Background: an optimization exercise with open tools, aiming at small area. Do not read the settings as production practice.
RTL that was checked went through simulation tests only; none was proved equivalent to the original.
Function not checked in run 2: the RTL went through the layout flow alone.
Power and IR drop assume default switching activity.

==> flow/design.v <==
package Instruction_pkg;
   typedef enum logic [4:0] {
      X0,  X1,  X2,  X3,  X4,  X5,  X6,  X7,
      X8,  X9,  X10, X11, X12, X13, X14, X15,
      X16, X17, X18, X19, X20, X21, X22, X23,
      X24, X25, X26, X27, X28, X29, X30, X31
   } i_register_e;
endpackage
package Modules_pkg;
   typedef logic [31:0] data_bus_t;
   localparam int DATA_W     = 32;
   localparam int NUM_REGS   = 32;
   localparam int REG_ADDR_W = 5;
endpackage
module mgt01_rf_oai22 (
   input  logic a1, a2, b1, b2,
   output logic y
);
   assign y = ~((a1 | a2) & (b1 | b2));
endmodule
module mgt01_rf_or4 (
   input  logic a, b, c, d,
   output logic y
);
   assign y = a | b | c | d;
endmodule
module mgt01_rf_xnor2 (
   input  logic a, b,
   output logic y
);
   assign y = ~(a ^ b);
endmodule
module mgt01_regfile_read_port
#(
   parameter int DATA_W   = 32,
   parameter int NUM_REGS = 32
) (
   input  logic                       rst_i,
   input  logic                       we_i,
   input  logic                       phase_i,
   input  logic [4:0]                 raddr_i,
   input  logic [4:0]                 waddr_i,
   input  logic [DATA_W-1:0]          wbus_i,
   input  logic [NUM_REGS*DATA_W-1:0] regs_flat_i,
   output logic [DATA_W-1:0]          rdata_o
);
   logic                fwd_hit;
   logic                flip;
   logic [NUM_REGS-1:0] desel;
   assign fwd_hit = we_i && !rst_i && (waddr_i == raddr_i) && (raddr_i != 5'd0);
   assign flip    = phase_i || (raddr_i == 5'd0);
   always_comb begin
      desel[0] = !fwd_hit;
      for (int i = 1; i < NUM_REGS; i++) desel[i] = fwd_hit || (raddr_i != 5'(i));
   end
   for (genvar b = 0; b < DATA_W; b++) begin : g_bit
      logic [NUM_REGS-1:0]   val;
      logic [NUM_REGS/2-1:0] pair_n;
      logic [NUM_REGS/8-1:0] quad_n;
      logic                  all_n;
      assign val[0] = wbus_i[b];
      for (genvar i = 1; i < NUM_REGS; i++) begin : g_val
         assign val[i] = regs_flat_i[i*DATA_W + b];
      end
      for (genvar p = 0; p < NUM_REGS/2; p++) begin : g_pair
         mgt01_rf_oai22 u_oai (
            .a1 (val[2*p]),   .a2 (desel[2*p]),
            .b1 (val[2*p+1]), .b2 (desel[2*p+1]),
            .y  (pair_n[p])
         );
      end
      for (genvar q = 0; q < NUM_REGS/8; q++) begin : g_quad
         mgt01_rf_or4 u_or (
            .a (pair_n[4*q]),   .b (pair_n[4*q+1]),
            .c (pair_n[4*q+2]), .d (pair_n[4*q+3]),
            .y (quad_n[q])
         );
      end
      mgt01_rf_or4 u_or_all (
         .a (quad_n[0]), .b (quad_n[1]), .c (quad_n[2]), .d (quad_n[3]),
         .y (all_n)
      );
      mgt01_rf_xnor2 u_xnor (
         .a (all_n), .b (flip),
         .y (rdata_o[b])
      );
   end
endmodule
module mgt01_int_regfile
#(
   parameter int DATA_W      = Modules_pkg::DATA_W,
   parameter int NUM_REGS    = Modules_pkg::NUM_REGS
) (
   input  logic              clk_i,
   input  logic              rst_i,
   input  logic              we_i,
   input  logic [4:0]        r1_iaddr_i,
   input  logic [4:0]        r2_iaddr_i,
   input  logic [4:0]        w_iaddr_i,
   input  logic [DATA_W-1:0] wr_idata_i,
   output logic [DATA_W-1:0] r1_idata_o,
   output logic [DATA_W-1:0] r2_idata_o
);
   logic [NUM_REGS-1:1][DATA_W-1:0] regs;
   logic [NUM_REGS-1:1][DATA_W-1:0] regs_d;
   logic [NUM_REGS*DATA_W-1:0]      regs_flat;
   logic [NUM_REGS-1:1]             wen;
   logic [NUM_REGS-1:1]             hold;
   logic [DATA_W-1:0]               wbus;
   logic                            phase;
   always_ff @(posedge clk_i) begin
      if (rst_i) phase <= 1'b0;
      else       phase <= !phase;
   end
   assign wbus = rst_i ? {DATA_W{1'b1}} : (wr_idata_i ^ {DATA_W{phase}});
   always_comb begin
      for (int i = 1; i < NUM_REGS; i++) begin
         wen[i]  = rst_i || (we_i && (w_iaddr_i == 5'(i)));
         hold[i] = !wen[i];
      end
   end
   for (genvar i = 1; i < NUM_REGS; i++) begin : g_reg
      for (genvar b = 0; b < DATA_W; b++) begin : g_bit
         mgt01_rf_oai22 u_oai (
            .a1 (regs[i][b]), .a2 (wen[i]),
            .b1 (wbus[b]),    .b2 (hold[i]),
            .y  (regs_d[i][b])
         );
      end
   end
   always_ff @(posedge clk_i) begin
      regs <= regs_d;
   end
   always_comb begin
      regs_flat = '0;
      for (int i = 1; i < NUM_REGS; i++) begin
         regs_flat[i*DATA_W +: DATA_W] = regs[i];
      end
   end
   mgt01_regfile_read_port #(
      .DATA_W   (DATA_W),
      .NUM_REGS (NUM_REGS)
   ) u_rd1 (
      .rst_i       (rst_i),
      .we_i        (we_i),
      .phase_i     (phase),
      .raddr_i     (r1_iaddr_i),
      .waddr_i     (w_iaddr_i),
      .wbus_i      (wbus),
      .regs_flat_i (regs_flat),
      .rdata_o     (r1_idata_o)
   );
   mgt01_regfile_read_port #(
      .DATA_W   (DATA_W),
      .NUM_REGS (NUM_REGS)
   ) u_rd2 (
      .rst_i       (rst_i),
      .we_i        (we_i),
      .phase_i     (phase),
      .raddr_i     (r2_iaddr_i),
      .waddr_i     (w_iaddr_i),
      .wbus_i      (wbus),
      .regs_flat_i (regs_flat),
      .rdata_o     (r2_idata_o)
   );
endmodule
==> flow/run.sh <==
#!/bin/bash
# synth_recipe.tcl (not shown) runs the flow's synth.tcl, then flattens the netlist and writes it again
# the make line also repeats each setting of config.mk as NAME=value (left out here)
make -C /OpenROAD-flow-scripts/flow DESIGN_CONFIG=/design/flow/config.mk WORK_HOME=/design/flow/orfs CLKGATE_MAP_FILE= SYNTH_SCRIPT=/design/flow/synth_recipe.tcl finish
==> flow/config.mk <==
export PLATFORM = sky130hd
export DESIGN_NAME = mgt01_int_regfile
export DESIGN_NICKNAME = mgt01_int_regfile
export VERILOG_FILES = /design/flow/design.v
export SDC_FILE = /design/flow/constraint.sdc
export NUM_CORES = 4
export LEC_CHECK = 0
export CAP_MARGIN = 20
export CORE_MARGIN = 2
export CORE_UTILIZATION = 50
export SETUP_SLACK_MARGIN = 0.2
export SLEW_MARGIN = 20
export SYNTH_HIERARCHICAL = 1
==> flow/constraint.sdc <==
create_clock -name core_clock -period 6.0 [get_ports {clk_i}]
set_input_delay 1.2000 -clock core_clock [delete_from_list [all_inputs] [get_ports {clk_i}]]
set_output_delay 1.2000 -clock core_clock [all_outputs]
set_load 0.01 [all_outputs]
==> reports/metrics.yaml, run 1 <==
worst_hold_path:
  hold_path_depth: 1
  worstHoldStart: "regs[103]"
  min_to: "regs[103]"
  hold_path.class: "reg2reg"
floorplanning:
  start_util: 0.506
  dieArea_mm2: 0.0775
  coreArea_mm2: 0.0744
  fp.dieW_um: 278
  rows: 100
  die_h_um: 278
  io_pins: 114
job:
  cap_violations: 0
cts:
  clk_pin_slew_worst_paths_ns: 0.06
  clock_latency_ns: 0.68
  numCtsBuffers: 102
  cts_tree: "done"
  clk_path_buf_depth: 3
  htree_levels: 3
  cts_root_buf: "clkbuf_16"
  cts_sinks: 993
setup_path:
  worst_path_max_delay_cell: "or4_4"
  cpMostUsedCell: "buf_12"
  r2r_setup_slack_ns: 3.61
  worst_ep_required_time_ns: 4.80
  path_max_fanout: 18
  cpPeakStageDelay_ns: 0.56
  end_kind: "primary output"
  r2r-end: "regs[686]"
  crit_path_cell_trace: "clkbuf_2 > xnor2_2 > nand4_2 > buf_12 > buf_12 > o211ai_1 > buf_4 > clkbuf_16 > buf_12 > o22ai_1 > or4_1 > or4_4 > xnor2_2 > buf_4 > clkdlybuf4s15_1"
  start_kind: "input pin"
  cp.arrival_ns: 4.59
  rr_worst_depth: 5
  critPathKind: "in2out"
  crit-reg2reg-launch: "phase"
  cp-startpoint: "w_iaddr_i[2]"
timing:
  fmax_mhz: 173
  skew_ns: 0.0238
  min_period_ns: 5.79
  setup_violations: 0
  tns_ns: 0
  hold_viol: 0
  fin_crit_sh: 0.965
  rsz0062_at_grt: "true"
  tightest_slew_ns: 1.30
  slew-limit-headroom: 0.133
  drv_slew: 0
routing:
  wire_per_inst_um: 37.0
  drc: 0
  vias: 45600
  ant_nets: 0
  vias_per_cell: 8.17
  totalWireLength_um: 206000
  first_pass_iters: 13
  drt_iter0_drc: 8630
pwr:
  ir_worst_vdd_v: 0.000272
  p_per_area_mw_per_mm2: 348
  total_leakage_power_uw: 0.0206
yosys:
  syn-cell-area_mm2: 0.0377
  yosysWarnings: 8
  syn_area_per_cell_um2: 10.1
  netlist_instances: 3725
  synth_fp_nets: 3775
cells_and_area:
  syn_to_final_growth_pct: 36.9
  nNetsFinal: 4572
  fin_util: 0.693
  fillerInstances: 5631
  drive_above_1_share: 0.234
global_routing:
  globalRouteOverflowTotal: 0
  first_global_vias: 43100
  grt_max_degree: 65
  antenna_found_initial: 14
  grt_first_pass_wirelength_um: 289000
  grt_use_total: 0.502
placement:
  port_buffers: 113
  gp_congestion: 1.04
  hpwl_um: 127000
run_status:
  run_status: "complete, no violations"
layout by cell type, fill, tap and decap left out, types with 5 or more instances in the layout:
master,n
buf_4,457
a31oi_4,8
buf_6,21
o21ai_2,5
dlygate4sd2_1,20
a21oi_4,23
bufbuf_16,5
o2111ai_4,16
buf_12,130
or4_1,199
a31o_2,6
clkdlybuf4s15_2,18
buf_16,12
bufinv_16,6
clkbuf_1,22
clkbuf_2,24
nor3_1,8
a21o_1,22
xnor2_2,26
nand2_1,8
o211ai_1,32
xnor2_1,76
nor2_1,23
nand2b_1,36
clkinv_2,20
clkdlybuf4s50_1,32
diode_2,7
clkbuf_16,115
buf_2,5
dfxtp_1,992
o21ai_4,9
or4_4,121
o22ai_1,2016
clkdlybuf4s15_1,10
clkbuf_8,28
nor2b_1,8
area by class of cell:
class,instances,area (um^2),share of cell area
sequential,993,19900,0.386
multi-input combinational,2675,19000,0.368
timing repair buffer,748,8000,0.155
clock buffer,155,3100,0.0600
tap,969,1210,0.0235
clock inverter,30,343,0.00665
antenna,7,17.5,0.000340
inverter,2,7.51,0.000146
layer usage:
metal / track usage / routed length (um) / vias to the layer above / part of all wire
met1: 0.596 / 69700 / 21500 / 0.34
met2: 0.711 / 82100 / 4616 / 0.40
met3: 0.244 / 35500 / 1540 / 0.17
met4: 0.340 / 18200 / 20 / 0.088
met5: 0.0206 / 545 / - / 0.0026
li1: - / - / 18000 / -
worst max-delay path: cells and delay by family:
kind            cells  cell delay [ns]
xor+xnor            2             0.37
compound gates      2             0.36
simple gates        3             1.28
buf+inv             8             1.38
how the worst max path moves through the flow:
stage	slack, ns	endpoint	cells past startpoint
after global routing	0.17	r1_idata_o[12]	15
after detailed placement	-0.68	r2_idata_o[4]	12
final	0.21	r1_idata_o[21]	15
after CTS	0.16	r1_idata_o[2]	15
after global placement	-0.66	r2_idata_o[4]	12
after floorplan	0.31	r1_idata_o[0]	9
registers in the layout, indices dropped and copies added (netlist names):
name and flops:
regs 992, phase 1
timing repair:
item / 4_1_cts / 5_1_grt
hold buffers: 0 / 0
hold endpoints to repair: 0 / 0
buffers inserted: 86 / 18
pin swaps: 55 / 43
cloned: 12 / 7
resized for setup: 322 / 101
setup endpoints to repair: 64 / 64
metrics by stage:
step                hold slack (ns)  setup slack (ns)  area [um^2]  cells  power, uW
floorplan                     0.445             0.311        37700   3725       9520
global route                  0.484             0.166        51500   5572      18300
CTS                           0.469             0.159        51100   5543      17600
global placement              0.453            -0.661        45800   5259      11000
finish                        0.468             0.209        51600   5579      17900
detailed placement            0.461            -0.675        45900   5260      11100
power breakdown:
part	leakage (uW)	switching [uW]	internal [uW]
Clock	0.00171	2750	3800
Combinational	0.0106	1870	1370
Sequential	0.00836	694	7450
==> inputs of run 2 (changes only) <==
==> flow/design.v (replaced) <==
package Instruction_pkg;
   typedef enum logic [4:0] {
      X0,  X1,  X2,  X3,  X4,  X5,  X6,  X7,
      X8,  X9,  X10, X11, X12, X13, X14, X15,
      X16, X17, X18, X19, X20, X21, X22, X23,
      X24, X25, X26, X27, X28, X29, X30, X31
   } i_register_e;
endpackage
package Modules_pkg;
   typedef logic [31:0] data_bus_t;
   localparam int DATA_W     = 32;
   localparam int NUM_REGS   = 32;
   localparam int REG_ADDR_W = 5;
endpackage
module mgt01_regfile_read_port
#(
   parameter int DATA_W      = 32,
   parameter int NUM_REGS    = 32,
   parameter int WRITE_FIRST = 1
) (
   input  logic                       rst_i,
   input  logic                       we_i,
   input  logic [4:0]                 raddr_i,
   input  logic [4:0]                 waddr_i,
   input  logic [DATA_W-1:0]          wdata_i,
   input  logic [NUM_REGS*DATA_W-1:0] regs_flat_i,
   output logic [DATA_W-1:0]          rdata_o
);
   logic fwd_hit;
   assign fwd_hit = (WRITE_FIRST != 0) && we_i && !rst_i &&
                    (waddr_i == raddr_i) && (raddr_i != Instruction_pkg::X0);
   always_comb begin
      rdata_o = regs_flat_i[int'(raddr_i)*DATA_W +: DATA_W];
      if (raddr_i == Instruction_pkg::X0) begin
         rdata_o = '0;
      end else if (fwd_hit) begin
         rdata_o = wdata_i;
      end
   end
endmodule
module mgt01_int_regfile
#(
   parameter int DATA_W      = Modules_pkg::DATA_W,
   parameter int NUM_REGS    = Modules_pkg::NUM_REGS,
   parameter int WRITE_FIRST = 1
) (
   input  logic              clk_i,
   input  logic              rst_i,
   input  logic              we_i,
   input  logic [4:0]        r1_iaddr_i,
   input  logic [4:0]        r2_iaddr_i,
   input  logic [4:0]        w_iaddr_i,
   input  logic [DATA_W-1:0] wr_idata_i,
   output logic [DATA_W-1:0] r1_idata_o,
   output logic [DATA_W-1:0] r2_idata_o
);
   logic [NUM_REGS-1:1][DATA_W-1:0] regs;
   logic [NUM_REGS*DATA_W-1:0] regs_flat;
   always_ff @(posedge clk_i) begin
      if (rst_i) begin
         for (int i = 1; i < NUM_REGS; i++) begin
            regs[i] <= '0;
         end
      end else if (we_i && (w_iaddr_i != Instruction_pkg::X0)) begin
         for (int i = 1; i < NUM_REGS; i++) begin
            if (w_iaddr_i == 5'(i)) regs[i] <= wr_idata_i;
         end
      end
   end
   always_comb begin
      regs_flat = '0;
      for (int i = 1; i < NUM_REGS; i++) begin
         regs_flat[i*DATA_W +: DATA_W] = regs[i];
      end
   end
   mgt01_regfile_read_port #(
      .DATA_W      (DATA_W),
      .NUM_REGS    (NUM_REGS),
      .WRITE_FIRST (WRITE_FIRST)
   ) u_rd1 (
      .rst_i       (rst_i),
      .we_i        (we_i),
      .raddr_i     (r1_iaddr_i),
      .waddr_i     (w_iaddr_i),
      .wdata_i     (wr_idata_i),
      .regs_flat_i (regs_flat),
      .rdata_o     (r1_idata_o)
   );
   mgt01_regfile_read_port #(
      .DATA_W      (DATA_W),
      .NUM_REGS    (NUM_REGS),
      .WRITE_FIRST (WRITE_FIRST)
   ) u_rd2 (
      .rst_i       (rst_i),
      .we_i        (we_i),
      .raddr_i     (r2_iaddr_i),
      .waddr_i     (w_iaddr_i),
      .wdata_i     (wr_idata_i),
      .regs_flat_i (regs_flat),
      .rdata_o     (r2_idata_o)
   );
endmodule
--- a/flow/config.mk
+++ b/flow/config.mk
@@ -9,5 +9,4 @@
 export CORE_MARGIN = 2
-export CORE_UTILIZATION = 50
+export CORE_UTILIZATION = 35
 export SETUP_SLACK_MARGIN = 0.2
 export SLEW_MARGIN = 20
-export SYNTH_HIERARCHICAL = 1
==> run 2 against run 1 <==
  * Wire length grew 5.7%
  * Final cell count grew 50%
  * Sequential share of layout area shrank 5.0 points
  * Count of clock-buffer cells in the layout grew 4
  * Combinational power shrank 45%
  * Sequential power shrank 18%
  * Synthesized cell count grew 77%
  * Non-clock buffer count shrank 390
  * Critical endpoint is now r2_idata_o[20]
  * Largest power group is now the clock network
==> reports/metrics.yaml, run 2 <==
run_status:
  run_status: "complete, no violations"
yosys:
  yosys.area_share.simple: 0.169
  synthDistinctLibCells: 44
  ys_seq_area_frac: 0.380
  synthArstFlopShare: 0
  syn-cell-area_mm2: 0.0523
  synth_fp_nets: 6646
  synth_top_family_by_area: "compound AO/OA/AOI/OAI gates"
  yosysTopAreaCellShare: 0.380
  netlist_instances: 6596
  synth_xor_area_frac: 0.00167
  synth_top_flop_cell: "dfxtp_1"
  muxShareOfSynthArea: 0.195
  yosysWarnings: 2
  synth-edff-count: 0
  synth_commonest_cells: "nand2_1, a21oi_1, dfxtp_1"
  yosys.area_share.adder: 0
  synth-seq-cells: 992
  synth_compound_area_frac: 0.195
  netlist_top_cells_area: "dfxtp_1, nand2_1, a21oi_1"
  yosysTopAreaCell: "dfxtp_1"
  syn_area_per_cell_um2: 7.93
  synth.most_common_cell: "nand2_1"
setup_path:
  worst_ep_required_time_ns: 4.80
  cp.arrival_ns: 4.60
  end_kind: "primary output"
  path_max_fanout: 32
  start_kind: "input pin"
  critPathKind: "in2out"
cts:
  cts_root_buf: "clkbuf_16"
  cts_tree: "done"
  htree_levels: 3
  clk_path_buf_depth: 3
  holdBufCountCts: 0
  cts_resized: 2
  cts_sinks: 992
  cts_setup_buffers: 0
  clock_latency_ns: 0.72
  numCtsBuffers: 108
  clk_pin_slew_worst_paths_ns: 0.06
timing:
  min_period_ns: 5.80
  rsz0062_at_grt: "false"
  fmax_mhz: 172
  hold_viol: 0
  drv_slew: 0
  slew-limit-headroom: 0.208
  skew_ns: 0
  tightest_slew_ns: 1.19
  tns_ns: 0
  setup_slack_ns: 0.203
  fin_crit_sh: 0.966
  setup_violations: 0
global_routing:
  antenna_found_initial: 18
  globalRouteOverflowTotal: 0
  grt_first_pass_wirelength_um: 315000
  first_global_vias: 46500
  grt_max_degree: 192
  grt_use_total: 0.274
placement:
  gp_congestion: 0.955
  pre_cts_slack_ns: 0.0333
  dp_cells: 8176
  port_buffers: 113
  hpwl_um: 137000
floorplanning:
  dieArea_mm2: 0.153
  die_h_um: 391
  rows: 141
  start_util: 0.353
  io_pins: 114
  coreArea_mm2: 0.148
  fp.dieW_um: 391
pwr:
  ir_worst_vdd_v: 0.000251
  power_uw: 15500
  p_per_area_mw_per_mm2: 262
  total_leakage_power_uw: 0.0201
cells_and_area:
  stdcell_count: 8385
  top_regs: "regs (992)"
  nNetsFinal: 6409
  mostFrequentLayoutCells: "nand2_1, a21oi_1, dfxtp_1"
  largest_reg_flops: 992
  syn_to_final_growth_pct: 13.2
  drive_above_1_share: 0.136
  seq_area_mm2: 0.0199
  multiInputGateArea_mm2: 0.0296
  layout.cells.most_common: "nand2_1"
  top_register: "regs"
  fillerInstances: 14600
routing:
  ant_nets: 0
  first_pass_iters: 8
  drt_iter0_drc: 7293
  drc: 0
  wire_per_inst_um: 26.0
  vias: 50200
  totalWireLength_um: 218000
  vias_per_cell: 5.98
worst_hold_path:
  hold_path.class: "reg2reg"
job:
  cap_violations: 0
## run 2: kinds of logic after synthesis
logic type | after synthesis
AO/OA/AOI/OAI | 1757
AND/OR/NAND/NOR | 2269
multiplexers | 830
buffers and inverters | 738
flip-flops | 992
XOR/XNOR | 10
## run 2: worst max-delay path, stage by stage
cell and delay [ns]:
clkdlybuf4s50_1 0.75, nand2b_4 0.49, nor3_1 0.69, a21oi_1 0.31, a31oi_1 0.49, clkdlybuf4s50_1 0.64
## run 2: path summary, 6_finish.rpt
check | start | to | slack (ns) | cells after the start
worst max register to register | regs[473] | regs[473] | 5.29 | 2
worst min register to register | regs[165] | regs[165] | 0.46 | 2
worst max-delay path | r2_iaddr_i[3] | r2_idata_o[20] | 0.20 | 6
worst min-delay path | regs[165] | regs[165] | 0.46 | 2
## run 2: layout make-up
type                            count  area share
Multi-Input combinational cell   4866       0.500
Inverter                           33     0.00209
Sequential cell                   992       0.336
Clock inverter                     40     0.00803
Antenna cell                        7    0.000296
Clock buffer                      159      0.0547
Timing Repair Buffer              358      0.0582
Tap cell                         1930      0.0408
## run 2: report_power, final
part | total (uW) | switching [uW] | internal (uW)
sequential | 6670 | 36.1 | 6630
clock | 7090 | 2940 | 4150
combinational | 1770 | 1200 | 568
## run 2: per-stage QoR
stage           util  area [um^2]  hold slack, ns
2_1_floorplan      -        52300           0.442
3_3_place_gp   0.373        55300           0.449
3_5_place_dp   0.374        55400           0.456
4_1_cts        0.399        59100           0.464
5_1_grt        0.400        59200           0.482
6_report       0.400        59200           0.463
## run 2: routing by layer
layer  vias up  GRT usage  part of all wire
met1     24300      0.367              0.40
met2      2979      0.414              0.43
li1      22300          -                 -
met3       529     0.0778              0.13
met4        18      0.111             0.038
met5         -          0           0.00056

static timing again, ports no longer ideal:
The results above use ideal ports. As a check the final layouts listed here were re-extracted and re-timed, cells and wires unchanged.
Step 1: set_driving_cell puts a clkbuf_16 on clk_i and a buf_2 on each other input, an assumption about the parent block.
Step 2 adds t to the input delays and takes it off the output delays; t is the mean of the earliest and latest rising clock arrival at the registers after step 1. Input paths then give back, and output paths get back, about the clock's delay inside the block.
a / b / c = ideal ports / drivers / drivers and shift; a / b = the first two.
run | t (ns) | setup WS [ns] | latest minus earliest clock arrival (ns) | worst slew at a driven data input, ns | cell pins on the clock port's net
run 1 | 0.734 | 0.209 / 0.182 / 0.182 | 0.032 / 0.033 | 0.06 | 1
run 2 | 0.808 | 0.203 / 0.026 / 0.026 | 0.023 / 0.022 | 0.22 | 1
After both steps every run listed still meets setup and hold. For run 2, which loses most, drivers alone change the setup slack by -0.177 ns; drivers and shift together by -0.177 ns.
